This is an optimization exercise on Yosys and OpenROAD, whose aim is small area, not a production implementation.
The RTL was checked by simulation tests, not by an equivalence proof against the original design.
Power figures rest on the tool's default switching activity, not on a simulated workload.

## build 51
// processor
module processor (
    input  logic        clock,
    input  logic        rst_n,
    output logic [31:0] address_imem,
    input  logic [31:0] q_imem,
    output logic [31:0] address_dmem,
    output logic [31:0] data,
    output logic        wren,
    input  logic [31:0] q_dmem,
    output logic        ctrl_writeEnable,
    output logic [4:0]  ctrl_writeReg,
    output logic [4:0]  ctrl_readRegA,
    output logic [4:0]  ctrl_readRegB,
    output logic [31:0] data_writeReg,
    input  logic [31:0] data_readRegA,
    input  logic [31:0] data_readRegB
);
Settings: LEC_CHECK=0, CAP_MARGIN=0, CORE_MARGIN=2, CORE_UTILIZATION=70, CTS_BUF_LIST=sky130_fd_sc_hd__clkbuf_8, PLACE_DENSITY=0.8, SLEW_MARGIN=0; clock period 10.0 ns.
standard.sh (not shown) runs the stock make flow with config.mk's settings and CLKGATE_MAP_FILE= SYNTH_SCRIPT=/design/flow/synth_recipe.tcl, a recipe that flattens the netlist after the stock synthesis.
==> flow/flow/run.sh <==
#!/bin/bash
# Standard ORFS layout with three changes: ABC maps the logic with flow/area.abc,
# the port buffers use the smallest buffer cell, and clock tree synthesis adds
# no dummy loads; after global routing the resizer downsizes cells with
# slack to spare (RECOVER_POWER). Each tool's output goes to a log file in this folder.
set -euo pipefail
here=$(pwd)
# the standard synthesis script, with abc's -script replaced
cat > "$here/synth_area.tcl" <<EOF
proc abc {args} {
    set i [lsearch -exact \$args -script]
    if {\$i >= 0} {
        lset args [expr {\$i + 1}] {$here/flow/area.abc}
    }
    yosys abc {*}\$args
}
source {$here/synth_recipe.tcl}
EOF
export BUFFER_PORTS_ARGS="-buffer_cell sky130_fd_sc_hd__buf_1"
export CTS_ARGS="-sink_clustering_enable -repair_clock_nets -buf_list sky130_fd_sc_hd__clkbuf_8 -dont_use_dummy_load"
bash standard.sh "SYNTH_SCRIPT=$here/synth_area.tcl" synth > synth.log 2>&1
bash standard.sh "BUFFER_PORTS_ARGS=$BUFFER_PORTS_ARGS" "CTS_ARGS=$CTS_ARGS" RECOVER_POWER=100 finish > layout.log 2>&1
==> flow/flow/area.abc <==
strash
&get -n
&st
&dc2
&dch -f
&nf -R 1000
&put
strash
&get -n
&st
&dch -f
&nf -R 1000
&put
topo
The final report for build 51 shows a completed flow and a layout that fails verification, specifically max-capacitance violations, max-slew violations.
[inputs] build 15 vs build 51
diff --git a/flow/flow/run.sh b/flow/flow/run.sh
--- a/flow/flow/run.sh
+++ b/flow/flow/run.sh
@@ -4,2 +4 @@
-# no dummy loads; after global routing the resizer downsizes cells with
-# slack to spare (RECOVER_POWER). Each tool's output goes to a log file in this folder.
+# no dummy loads. Each tool's output goes to a log file in this folder.
@@ -22 +21 @@
-bash standard.sh "BUFFER_PORTS_ARGS=$BUFFER_PORTS_ARGS" "CTS_ARGS=$CTS_ARGS" RECOVER_POWER=100 finish > layout.log 2>&1
+bash standard.sh "BUFFER_PORTS_ARGS=$BUFFER_PORTS_ARGS" "CTS_ARGS=$CTS_ARGS" finish > layout.log 2>&1
diff --git a/flow/flow/area.abc b/flow/flow/area.abc
--- a/flow/flow/area.abc
+++ b/flow/flow/area.abc
@@ -4 +3,0 @@
-&dc2
diff --git a/flow/config.mk b/flow/config.mk
--- a/flow/config.mk
+++ b/flow/config.mk
@@ -10 +10 @@
-export CORE_UTILIZATION = 70
+export CORE_UTILIZATION = 78
@@ -12 +12 @@
-export PLACE_DENSITY = 0.8
+export PLACE_DENSITY = 0.88
Results
Build 15 finished end to end and its layout was clean on timing, DRC and antenna.
Build 15 reports a higher worst hold margin than build 51 does.
Build 15 vs build 51 on sequential power: build 15 is the lower one.
Per the comparison of build 15 with build 51, placed wire-length estimate after detailed placement now sits higher, width of the die now sits lower.
diff inputs: build 15 => build 50
diff --git a/flow/flow/area.abc b/flow/flow/area.abc
--- a/flow/flow/area.abc
+++ b/flow/flow/area.abc
@@ -3,0 +4 @@
+&dc2
diff --git a/flow/config.mk b/flow/config.mk
--- a/flow/config.mk
+++ b/flow/config.mk
@@ -10 +10 @@
-export CORE_UTILIZATION = 78
+export CORE_UTILIZATION = 70
@@ -12 +12 @@
-export PLACE_DENSITY = 0.88
+export PLACE_DENSITY = 0.8
## What came out
- Looking at build 50 and build 15, the fraction of standard cell area that is sequential is a wash.
- Build 50 vs. build 15: final non-filler cell total shrank by about 2.3%, routed wire length down about 5%, clock power barely changed.
The inputs of build 7 differ from those of build 50 as listed below.
diff --git a/flow/flow/area.abc b/flow/flow/area.abc
--- a/flow/flow/area.abc
+++ b/flow/flow/area.abc
@@ -4 +3,0 @@
-&dc2
## What came out
Filler-free cell count of the finished design for build 7: about 2.8% up relative to build 50
Higher final area goes to build 7 over build 50.
Compared build 7 vs build 50, and shortest period the worst path allows is up in build 7.
Diff build 50 -> build 7: count of buffering cells on the critical path with inverters included now sits lower; final global-route overflow total now sits at about the same level.
Build 7 vs build 50 — simple-gate portion of the synthesized area rose 0.53 points.
Looking only at routed wire length, and setting everything else aside, the lower value of build 7 and build 50 goes to build 7.
Looking only at post-synthesis cell area, and setting everything else aside, the higher value of build 7 and build 50 goes to build 7.
Cell area after placement ended up 0.44% higher on build 7 than on build 50.
Status: sequential share of layout area parity (build 7, build 50)

* * *

== the previous run ==
Another version of the RTL of processor (not shown whole).
For scale: ~960 cells after synthesis, ~7800 um^2 of cells after synthesis.
==> flow/config.mk <==
export PLATFORM = sky130hd
export DESIGN_NAME = processor
export DESIGN_NICKNAME = processor
export VERILOG_FILES = /design/flow/design.v
export SDC_FILE = /design/flow/constraint.sdc
export NUM_CORES = 4
export LEC_CHECK = 0
export CAP_MARGIN = 20
export CORE_MARGIN = 2
export CORE_UTILIZATION = 75
export CTS_BUF_LIST = sky130_fd_sc_hd__clkbuf_8
export PLACE_DENSITY = 0.85
export SLEW_MARGIN = 20
==> flow/constraint.sdc <==
create_clock -name core_clock -period 10.0 [get_ports {clock}]
set_input_delay 2.0000 -clock core_clock [delete_from_list [all_inputs] [get_ports {clock}]]
set_output_delay 2.0000 -clock core_clock [all_outputs]
set_load 0.01 [all_outputs]
==> flow/flow/run.sh <==
#!/bin/bash
# Standard ORFS layout with two changes: ABC maps the logic with an area script
# (flow/area.abc), and the port buffers use the smallest buffer cell.
# Each tool's output goes to a log file in this folder.
set -euo pipefail
here=$(pwd)
# the standard synthesis script, with abc's -script replaced
cat > "$here/synth_area.tcl" <<EOF
proc abc {args} {
    set i [lsearch -exact \$args -script]
    if {\$i >= 0} {
        lset args [expr {\$i + 1}] {$here/flow/area.abc}
    }
    yosys abc {*}\$args
}
source {$here/synth_recipe.tcl}
EOF
export BUFFER_PORTS_ARGS="-buffer_cell sky130_fd_sc_hd__buf_1"
bash standard.sh "SYNTH_SCRIPT=$here/synth_area.tcl" synth > synth.log 2>&1
bash standard.sh "BUFFER_PORTS_ARGS=$BUFFER_PORTS_ARGS" finish > layout.log 2>&1
==> flow/flow/area.abc <==
strash
dch
amap
topo
The previous run ran to completion and came out clean on the timing, design-rule and antenna checks.
Setup changes, the previous run to the current run
==> flow/flow/area.abc <==
strash
&get -n
&st
&dch -f
&nf -R 1000
&put
topo
Findings:
Number of buffer and inverter stages on the critical path on the current run is down relative to the previous run. The current run against the previous run: gate count after technology mapping now sits lower, die area picked up an extra about 0.9%, count of antenna diodes in the layout increased by 1 relative to the old numbers, share of synthesized area spent on multiplexers up 5.0 points. The current run reports its launch point of the critical path as q_imem[31] while the previous run reports q_imem[27].

* * *

== main ==
Another version of the RTL of processor (not shown whole).
Size: ~1400 cells after synthesis, roughly 11000 µm² of cells after synthesis.
==> flow/config.mk <==
export PLATFORM = sky130hd
export DESIGN_NAME = processor
export DESIGN_NICKNAME = processor
export VERILOG_FILES = /design/flow/design.v
export SDC_FILE = /design/flow/constraint.sdc
export NUM_CORES = 4
export LEC_CHECK = 0
export CAP_MARGIN = 20
export CORE_MARGIN = 2
export CORE_UTILIZATION = 70
export PLACE_DENSITY = 0.75
export SLEW_MARGIN = 20
==> flow/constraint.sdc <==
create_clock -name core_clock -period 10.0 [get_ports {clock}]
set_input_delay 2.0000 -clock core_clock [delete_from_list [all_inputs] [get_ports {clock}]]
set_output_delay 2.0000 -clock core_clock [all_outputs]
set_load 0.01 [all_outputs]
==> flow/flow/run.sh <==
#!/bin/bash
# Standard ORFS layout, except that the port buffers use the smallest buffer cell.
set -euo pipefail
export BUFFER_PORTS_ARGS="-buffer_cell sky130_fd_sc_hd__buf_1"
bash standard.sh "BUFFER_PORTS_ARGS=$BUFFER_PORTS_ARGS" finish > layout.log 2>&1
Inputs modified between main and the feature branch:
- CORE_UTILIZATION: 70 -> 40
- PLACE_DENSITY: 0.75 -> unset
==> flow/run.sh (new file) <==
#!/bin/bash
# synth_recipe.tcl (not shown) runs the flow's synth.tcl, then flattens the netlist and writes it again
# the make line also repeats each setting of config.mk as NAME=value (left out here)
make -C /OpenROAD-flow-scripts/flow DESIGN_CONFIG=/design/flow/config.mk WORK_HOME=/design/flow/orfs CLKGATE_MAP_FILE= SYNTH_SCRIPT=/design/flow/synth_recipe.tcl finish
removed: flow/flow/run.sh
removed: flow/standard.sh
[summary]
- The feature branch completed every stage of the flow, and the final layout passed the timing, design-rule and antenna checks.
- Comparing main against the feature branch, there is no change at all in number of hold-slack violations in the final timing report.
- Maximum frequency from static timing analysis (main / the feature branch): 1.09
- Compared with main, the feature branch improves tightest hold margin.
- The feature branch: global-route usage 18 points below main
- Compared with main, the feature branch shows a higher layout overhead on the synthesized area.
- In the feature branch, depth of the worst hold-timing path is higher than in main.
- In the tables for main and the feature branch, combinational cell fraction of total power reads higher with the feature branch.
- In the reports for main and the feature branch, the larger total die area belongs to the feature branch.
- Non-clock buffer count (lower): main

* * *

The RTL this note starts from:
==> flow/design.v <==
`default_nettype none
package cpu_pkg;
    localparam int WORD_W = 32;
    localparam int REG_W  = 5;
    localparam int OP_W   = 5;
    typedef logic [WORD_W-1:0] word_t;     
    typedef logic [WORD_W-1:0] insn_t;
    typedef logic [REG_W-1:0]  reg_idx_t;
    typedef logic [OP_W-1:0]   opcode_t;
    typedef logic [OP_W-1:0]   alu_op_t;
    typedef enum logic [1:0] {FWD_RF, FWD_MEM, FWD_WB} fwd_sel_t;
    localparam opcode_t OP_RTYPE = 5'd0;
    localparam opcode_t OP_J     = 5'd1;
    localparam opcode_t OP_BNE   = 5'd2;
    localparam opcode_t OP_JAL   = 5'd3;
    localparam opcode_t OP_JR    = 5'd4;
    localparam opcode_t OP_ADDI  = 5'd5;
    localparam opcode_t OP_BLT   = 5'd6;
    localparam opcode_t OP_SW    = 5'd7;
    localparam opcode_t OP_LW    = 5'd8;
    localparam alu_op_t ALU_ADD = 5'd0;
    localparam alu_op_t ALU_SUB = 5'd1;
    localparam alu_op_t ALU_AND = 5'd2;
    localparam alu_op_t ALU_OR  = 5'd3;
    localparam alu_op_t ALU_SLL = 5'd4;
    localparam alu_op_t ALU_SRA = 5'd5;
    localparam int OPC_HI   = 31;
    localparam int OPC_LO   = 27;
    localparam int RD_HI    = 26;
    localparam int RD_LO    = 22;
    localparam int RS_HI    = 21;
    localparam int RS_LO    = 17;
    localparam int RT_HI    = 16;
    localparam int RT_LO    = 12;
    localparam int SHAMT_HI = 11;
    localparam int SHAMT_LO = 7;
    localparam int FUNC_HI  = 6;
    localparam int FUNC_LO  = 2;
    localparam int IMM_HI   = 16;    
    localparam int IMM_LO   = 0;
    localparam int TGT_HI   = 26;    
    localparam int TGT_LO   = 0;
    localparam reg_idx_t LINK_REG = 5'd31;    
    localparam insn_t    NOP_INSN = '0;       
endpackage
`default_nettype wire
`timescale 1ns/1ns
`default_nettype none
module processor (
    input  logic        clock,
    input  logic        rst_n,
    output logic [31:0] address_imem,
    input  logic [31:0] q_imem,
    output logic [31:0] address_dmem,
    output logic [31:0] data,
    output logic        wren,
    input  logic [31:0] q_dmem,
    output logic        ctrl_writeEnable,
    output logic [4:0]  ctrl_writeReg,
    output logic [4:0]  ctrl_readRegA,
    output logic [4:0]  ctrl_readRegB,
    output logic [31:0] data_writeReg,
    input  logic [31:0] data_readRegA,
    input  logic [31:0] data_readRegB
);
    localparam logic [2:0] S_F = 3'd0, S_E1 = 3'd1, S_E2 = 3'd2, S_M = 3'd3, S_P = 3'd4,
                           S_R1 = 3'd5, S_R2 = 3'd6, S_R3 = 3'd7;
    logic [31:0] pc;      
    logic [31:0] x;       
    logic [31:0] y;       
    logic [4:0]  ra;      
    logic [2:0]  st;
    logic        we_r;
    logic        wren_r;
    logic        taken_r;
    logic [4:0]  op, rd, rs, rt, sh, fn;
    assign op = q_imem[31:27];
    assign rd = q_imem[26:22];
    assign rs = q_imem[21:17];
    assign rt = q_imem[16:12];
    assign sh = q_imem[11:7];
    assign fn = q_imem[6:2];
    logic is_r, is_j, is_bne, is_jal, is_jr, is_addi, is_blt, is_sw, is_lw;
    assign is_r    = (op == 5'd0);
    assign is_j    = (op == 5'd1);
    assign is_bne  = (op == 5'd2);
    assign is_jal  = (op == 5'd3);
    assign is_jr   = (op == 5'd4);
    assign is_addi = (op == 5'd5);
    assign is_blt  = (op == 5'd6);
    assign is_sw   = (op == 5'd7);
    assign is_lw   = (op == 5'd8);
    logic in_p, in_m, in_r4;
    assign in_p  = (st == S_P);
    assign in_m  = (st == S_M);
    assign in_r4 = (st == S_R1) || (st == S_R2) || (st == S_R3);
    logic is_sub, is_cmp, to_tgt;
    assign is_sub = is_r && (fn == 5'd1);
    assign is_cmp = is_sub || is_bne || is_blt;       
    assign to_tgt = is_j || is_jal;
    logic use_pc, use_y, use_port, use_nport, use_imm, use_tgt, cin;
    always_comb begin
        if (!rst_n) begin
            use_pc    = 1'b0;
            use_y     = 1'b0;
            use_port  = 1'b0;
            use_nport = 1'b0;
            use_imm   = 1'b0;
            use_tgt   = 1'b0;
            cin       = 1'b0;
        end else if (in_p) begin
            use_pc    = !(to_tgt || is_jr);
            use_y     = is_jr;
            use_port  = 1'b0;
            use_nport = 1'b0;
            use_imm   = taken_r;
            use_tgt   = to_tgt;
            cin       = !(to_tgt || is_jr);
        end else begin
            use_pc    = is_jal;
            use_y     = !is_jal;
            use_port  = is_r && !is_sub;
            use_nport = is_cmp;
            use_imm   = !is_jal && !is_r && !is_bne && !is_blt;
            use_tgt   = 1'b0;
            cin       = is_jal || is_cmp;
        end
    end
    logic [31:0] immx;    
    assign immx = {{5{use_tgt ? q_imem[26] : q_imem[16]}},
                   use_tgt ? q_imem[26:17] : {10{q_imem[16]}}, q_imem[16:0]};
    logic [31:0] port;
    assign port = data_readRegA;
    logic [31:0] op1, op2;
    assign op1 = ({32{use_pc}} & pc) | ({32{use_y}} & y);
    assign op2 = ({32{use_port}} & port) | ({32{use_nport}} & ~port)
               | ({32{use_imm || use_tgt}} & immx);
    logic [31:0] pp, gg, sum;
    logic [32:0] cc;
    logic [7:0]  grp_g, grp_p;
    logic [8:0]  grp_c;
    assign pp = op1 ^ op2;
    assign gg = op1 & op2;
    always_comb begin
        for (int k = 0; k < 8; k++) begin
            grp_g[k] = gg[4*k+3] | (pp[4*k+3] & (gg[4*k+2] | (pp[4*k+2] & (gg[4*k+1] | (pp[4*k+1] & gg[4*k])))));
            grp_p[k] = &pp[4*k +: 4];
        end
        grp_c[0] = cin;
        for (int k = 0; k < 8; k++) grp_c[k+1] = grp_g[k] | (grp_p[k] & grp_c[k]);
        for (int k = 0; k < 8; k++) begin
            cc[4*k] = grp_c[k];
            for (int j = 0; j < 3; j++) cc[4*k+j+1] = gg[4*k+j] | (pp[4*k+j] & cc[4*k+j]);
        end
        cc[32] = grp_c[8];
    end
    assign sum = pp ^ cc[31:0];
    logic eq, lt, taken;
    assign eq    = &pp;                                      
    assign lt    = (y[31] ^ port[31]) ? y[31] : sum[31];     
    assign taken = (is_bne && !eq) || (is_blt && !lt && !eq);
    logic        is_sll, is_sra, is_shift;
    logic [4:0]  rot;
    logic [31:0] rotl, keepv, fillv;
    logic [3:0]  low_ok;      
    logic [7:0]  nib_ok;      
    logic        fill;
    assign is_sll   = is_r && (fn == 5'd4);
    assign is_sra   = is_r && (fn == 5'd5);
    assign is_shift = is_sll || is_sra;
    assign rot      = is_sra ? (5'd0 - sh) : sh;
    assign fill     = is_sra && y[31];
    always_comb begin
        logic [63:0] dbl;
        dbl  = {y, y} << rot[1:0];
        rotl = dbl[63:32];
        for (int i = 0; i < 4; i++) low_ok[i] = (2'(i) >= rot[1:0]);
        for (int n = 0; n < 8; n++) nib_ok[n] = (n + int'(rot[4:2])) < 8;
        for (int i = 0; i < 32; i++) begin
            logic keep;
            keep = nib_ok[i/4] && (i >= 4 || low_ok[i]);
            if (is_sra) keep = !keep || (sh == 5'd0);
            keepv[i] = keep && is_shift;
            fillv[i] = !keep && is_shift && fill;
        end
    end
    logic en_sum, en_and, en_or;
    assign en_sum = !is_r || (fn == 5'd0) || is_sub;
    assign en_and = is_r && (fn == 5'd2);
    assign en_or  = is_r && (fn == 5'd3);
    logic [31:0] alu;
    assign alu = ({32{en_sum}} & sum) | ({32{en_and}} & y & port) | ({32{en_or}} & (y | port))
               | (keepv & rotl) | fillv;
    logic writes;
    assign writes = (is_r || is_addi || is_lw || is_jal) && ((rd != 5'd0) || is_jal);
    logic [2:0] after_e2, after_r16;
    always_comb begin
        case (rot[3:2])
            2'd0:    after_r16 = S_P;
            2'd1:    after_r16 = S_R1;
            2'd2:    after_r16 = S_R2;
            default: after_r16 = S_R3;
        endcase
        if (is_lw || (is_shift && rot[4])) after_e2 = S_M;
        else if (is_shift)                after_e2 = after_r16;
        else                              after_e2 = S_P;
    end
    always_ff @(posedge clock) begin
        x <= ({32{in_m && is_lw}} & q_dmem) | ({32{in_m && !is_lw}} & {x[15:0], x[31:16]})
           | ({32{in_r4}} & {x[27:0], x[31:28]}) | ({32{!in_m && !in_r4}} & alu);
        y <= port;
        case (st)
            S_F:     ra <= rs;
            S_E1:    ra <= is_r ? rt : rd;
            default: ra <= is_jal ? 5'd31 : rd;
        endcase
        taken_r <= taken;
    end
    always_ff @(posedge clock) begin
        if (!rst_n || in_p) begin
            pc <= sum;
        end
    end
    always_ff @(posedge clock) begin
        if (!rst_n) begin
            st <= S_F;
        end else begin
            case (st)
                S_F:     st <= S_E1;
                S_E1:    st <= S_E2;
                S_E2:    st <= after_e2;
                S_M:     st <= is_lw ? S_P : after_r16;
                S_R3:    st <= S_R2;
                S_R2:    st <= S_R1;
                S_R1:    st <= S_P;
                default: st <= S_F;
            endcase
        end
    end
    always_ff @(posedge clock) begin
        we_r   <= writes;
        wren_r <= is_sw;
    end
    assign address_imem     = pc;
    assign address_dmem     = x;
    assign data             = y;
    assign wren             = wren_r && in_p;
    assign ctrl_writeEnable = we_r && in_p;
    assign ctrl_writeReg    = ra;
    assign data_writeReg    = x;
    assign ctrl_readRegA    = ra;
    assign ctrl_readRegB    = ra;
endmodule
`default_nettype wire
Settings: LEC_CHECK=0, CAP_MARGIN=0, CORE_MARGIN=2, CORE_UTILIZATION=70, CTS_BUF_LIST=sky130_fd_sc_hd__clkbuf_8, GPL_TIMING_DRIVEN=0, PLACE_DENSITY=0.8, SLEW_MARGIN=0; clock period 10.0 ns.
==> flow/flow/run.sh <==
#!/bin/bash
# Standard ORFS layout with three changes: ABC maps the logic with flow/area.abc,
# the port buffers use the smallest buffer cell, and clock tree synthesis adds
# no dummy loads. Each tool's output goes to a log file in this folder.
set -euo pipefail
here=$(pwd)
# the standard synthesis script, with abc's -script replaced
cat > "$here/synth_area.tcl" <<EOF
proc abc {args} {
    set i [lsearch -exact \$args -script]
    if {\$i >= 0} {
        lset args [expr {\$i + 1}] {$here/flow/area.abc}
    }
    yosys abc {*}\$args
}
source {$here/synth_recipe.tcl}
EOF
export BUFFER_PORTS_ARGS="-buffer_cell sky130_fd_sc_hd__buf_1"
export CTS_ARGS="-sink_clustering_enable -repair_clock_nets -buf_list sky130_fd_sc_hd__clkbuf_8 -dont_use_dummy_load"
bash standard.sh "SYNTH_SCRIPT=$here/synth_area.tcl" synth > synth.log 2>&1
bash standard.sh "BUFFER_PORTS_ARGS=$BUFFER_PORTS_ARGS" "CTS_ARGS=$CTS_ARGS" finish > layout.log 2>&1
==> flow/flow/area.abc <==
strash
&get -n
&st
&dch -f
&nf -R 1000
&put
topo
The baseline finished clean.
Next try:
--- a/flow/flow/run.sh
+++ b/flow/flow/run.sh
@@ -19,3 +19,3 @@
 export CTS_ARGS="-sink_clustering_enable -repair_clock_nets -buf_list sky130_fd_sc_hd__clkbuf_8 -dont_use_dummy_load"
 bash standard.sh "SYNTH_SCRIPT=$here/synth_area.tcl" synth > synth.log 2>&1
-bash standard.sh "BUFFER_PORTS_ARGS=$BUFFER_PORTS_ARGS" "CTS_ARGS=$CTS_ARGS" finish > layout.log 2>&1
+bash standard.sh "BUFFER_PORTS_ARGS=$BUFFER_PORTS_ARGS" "CTS_ARGS=$CTS_ARGS" RECOVER_POWER=100 finish > layout.log 2>&1
==> flow/flow/area.abc (replaced) <==
strash
&get -n
&st
&dch -f
&nf -R 1000
&put
strash
&get -n
&st
&dch -f
&nf -R 1000
&put
topo
GPL_TIMING_DRIVEN = default   (was 0)
The new run finished with timing, DRC and antenna clean.
Design area drops by 4.5%.
Die area drops by 0.31%.
Sequential share of layout area climbs by 1.2 points.
Global-route usage climbs by 1.3 points.
Via count drops by 0.83%.
Utilization drops by 3.8 points.
Next try:
==> flow/flow/run.sh (replaced) <==
#!/bin/bash
# Standard ORFS layout with two changes: ABC maps the logic with an area script
# (flow/area.abc), and the port buffers use the smallest buffer cell.
# Each tool's output goes to a log file in this folder.
set -euo pipefail
here=$(pwd)
# the standard synthesis script, with abc's -script replaced
cat > "$here/synth_area.tcl" <<EOF
proc abc {args} {
    set i [lsearch -exact \$args -script]
    if {\$i >= 0} {
        lset args [expr {\$i + 1}] {$here/flow/area.abc}
    }
    yosys abc {*}\$args
}
source {$here/synth_recipe.tcl}
EOF
export BUFFER_PORTS_ARGS="-buffer_cell sky130_fd_sc_hd__buf_1"
bash standard.sh "SYNTH_SCRIPT=$here/synth_area.tcl" synth > synth.log 2>&1
bash standard.sh "BUFFER_PORTS_ARGS=$BUFFER_PORTS_ARGS" finish > layout.log 2>&1
==> flow/flow/area.abc (replaced) <==
strash
&get -n
&st
&dch -f
&nf -R 1000
&put
topo
Cell count decreases slightly.
Via count stays flat.
Total power increases by a few percent.
Worst setup slack gets better by 910 ps.
Area after synthesis increases slightly.
Synthesized cell count decreases slightly.
Final area is about the same.
Clock-buffer cell count stays the same.
Next try:
==> flow/flow/run.sh (replaced) <==
#!/bin/bash
# Standard ORFS layout with three changes: ABC maps the logic with flow/area.abc,
# the port buffers use the smallest buffer cell, and clock tree synthesis adds
# no dummy loads. Each tool's output goes to a log file in this folder.
set -euo pipefail
here=$(pwd)
# the standard synthesis script, with abc's -script replaced
cat > "$here/synth_area.tcl" <<EOF
proc abc {args} {
    set i [lsearch -exact \$args -script]
    if {\$i >= 0} {
        lset args [expr {\$i + 1}] {$here/flow/area.abc}
    }
    yosys abc {*}\$args
}
source {$here/synth_recipe.tcl}
EOF
export BUFFER_PORTS_ARGS="-buffer_cell sky130_fd_sc_hd__buf_1"
export CTS_ARGS="-sink_clustering_enable -repair_clock_nets -buf_list sky130_fd_sc_hd__clkbuf_8 -dont_use_dummy_load"
bash standard.sh "SYNTH_SCRIPT=$here/synth_area.tcl" synth > synth.log 2>&1
bash standard.sh "BUFFER_PORTS_ARGS=$BUFFER_PORTS_ARGS" "CTS_ARGS=$CTS_ARGS" finish > layout.log 2>&1
==> flow/flow/area.abc (replaced) <==
strash
&get -n
&st
&dch -f
&nf -R 1000
&put
strash
&get -n
&st
&dch -f
&nf -R 1000
&put
topo
Outcome:
- routed wire length grows by 1.1%
- worst hold slack got worse by 14 ps
- die area shrinks by about 0.3%
- register-to-register slack got worse by 750 ps
- via count hardly moves
- non-clock buffer count is higher by 7
- global-route usage rises by 0.23 points
- cell count goes up by about 0.9%
- design area stays flat
- synthesized cell count rose by about 1.1%

==> afterwards: timing with drivers on the ports <==
Ports are ideal in the flow. The routed layouts listed here were re-timed in OpenROAD.
Step 1: set_driving_cell puts a clkbuf_16 on clock and a buf_2 on each other input, an assumption about the parent block.
Step 2 times the ports against the registers' clock, not the clock port: input delays grow and output delays shrink by t, the midpoint of the rising clock arrivals with the driver on.
a / b / c = ideal / step 1 / step 2; a / b = the first two.
run	t, ns	setup slack, ns	latest minus earliest clock arrival (ns)	slew at the worst register clock pin (ns)	cell pins on the clock port's net
build 51	0.406	1.194 / 1.208 / 0.801	0.033 / 0.033	0.12 / 0.12	1
build 15	0.423	1.595 / 1.612 / 1.189	0.032 / 0.032	0.11 / 0.11	1
build 50	0.404	2.065 / 2.079 / 1.675	0.032 / 0.033	0.12 / 0.12	1
build 7	0.417	1.829 / 1.841 / 1.424	0.033 / 0.033	0.11 / 0.11	1
the previous run	0.454	0.456 / 0.466 / 0.012	0.016 / 0.016	0.12 / 0.12	1
the current run	0.431	1.215 / 1.232 / 0.801	0.022 / 0.021	0.12 / 0.12	1
main	0.412	2.774 / 2.800 / 2.388	0.021 / 0.020	0.09 / 0.09	1
the feature branch	0.406	2.129 / 2.145 / 1.739	0.013 / 0.012	0.08 / 0.08	1
the first run of note 4	0.420	0.792 / 0.809 / 0.388	0.011 / 0.011	0.10 / 0.10	1
the second run of note 4	0.424	0.400 / 0.414 / -0.010	0.033 / 0.033	0.12 / 0.12	1
the third run of note 4	0.435	1.307 / 1.328 / 0.893	0.010 / 0.010	0.11 / 0.11	1
the fourth run of note 4	0.425	0.346 / 0.359 / -0.066	0.033 / 0.033	0.12 / 0.12	1
With both steps, setup timing fails in the second run of note 4 and the fourth run of note 4, where it was met with ideal ports. For the previous run, which loses most, drivers alone change the setup slack by +0.010 ns; drivers and shift together by -0.444 ns.
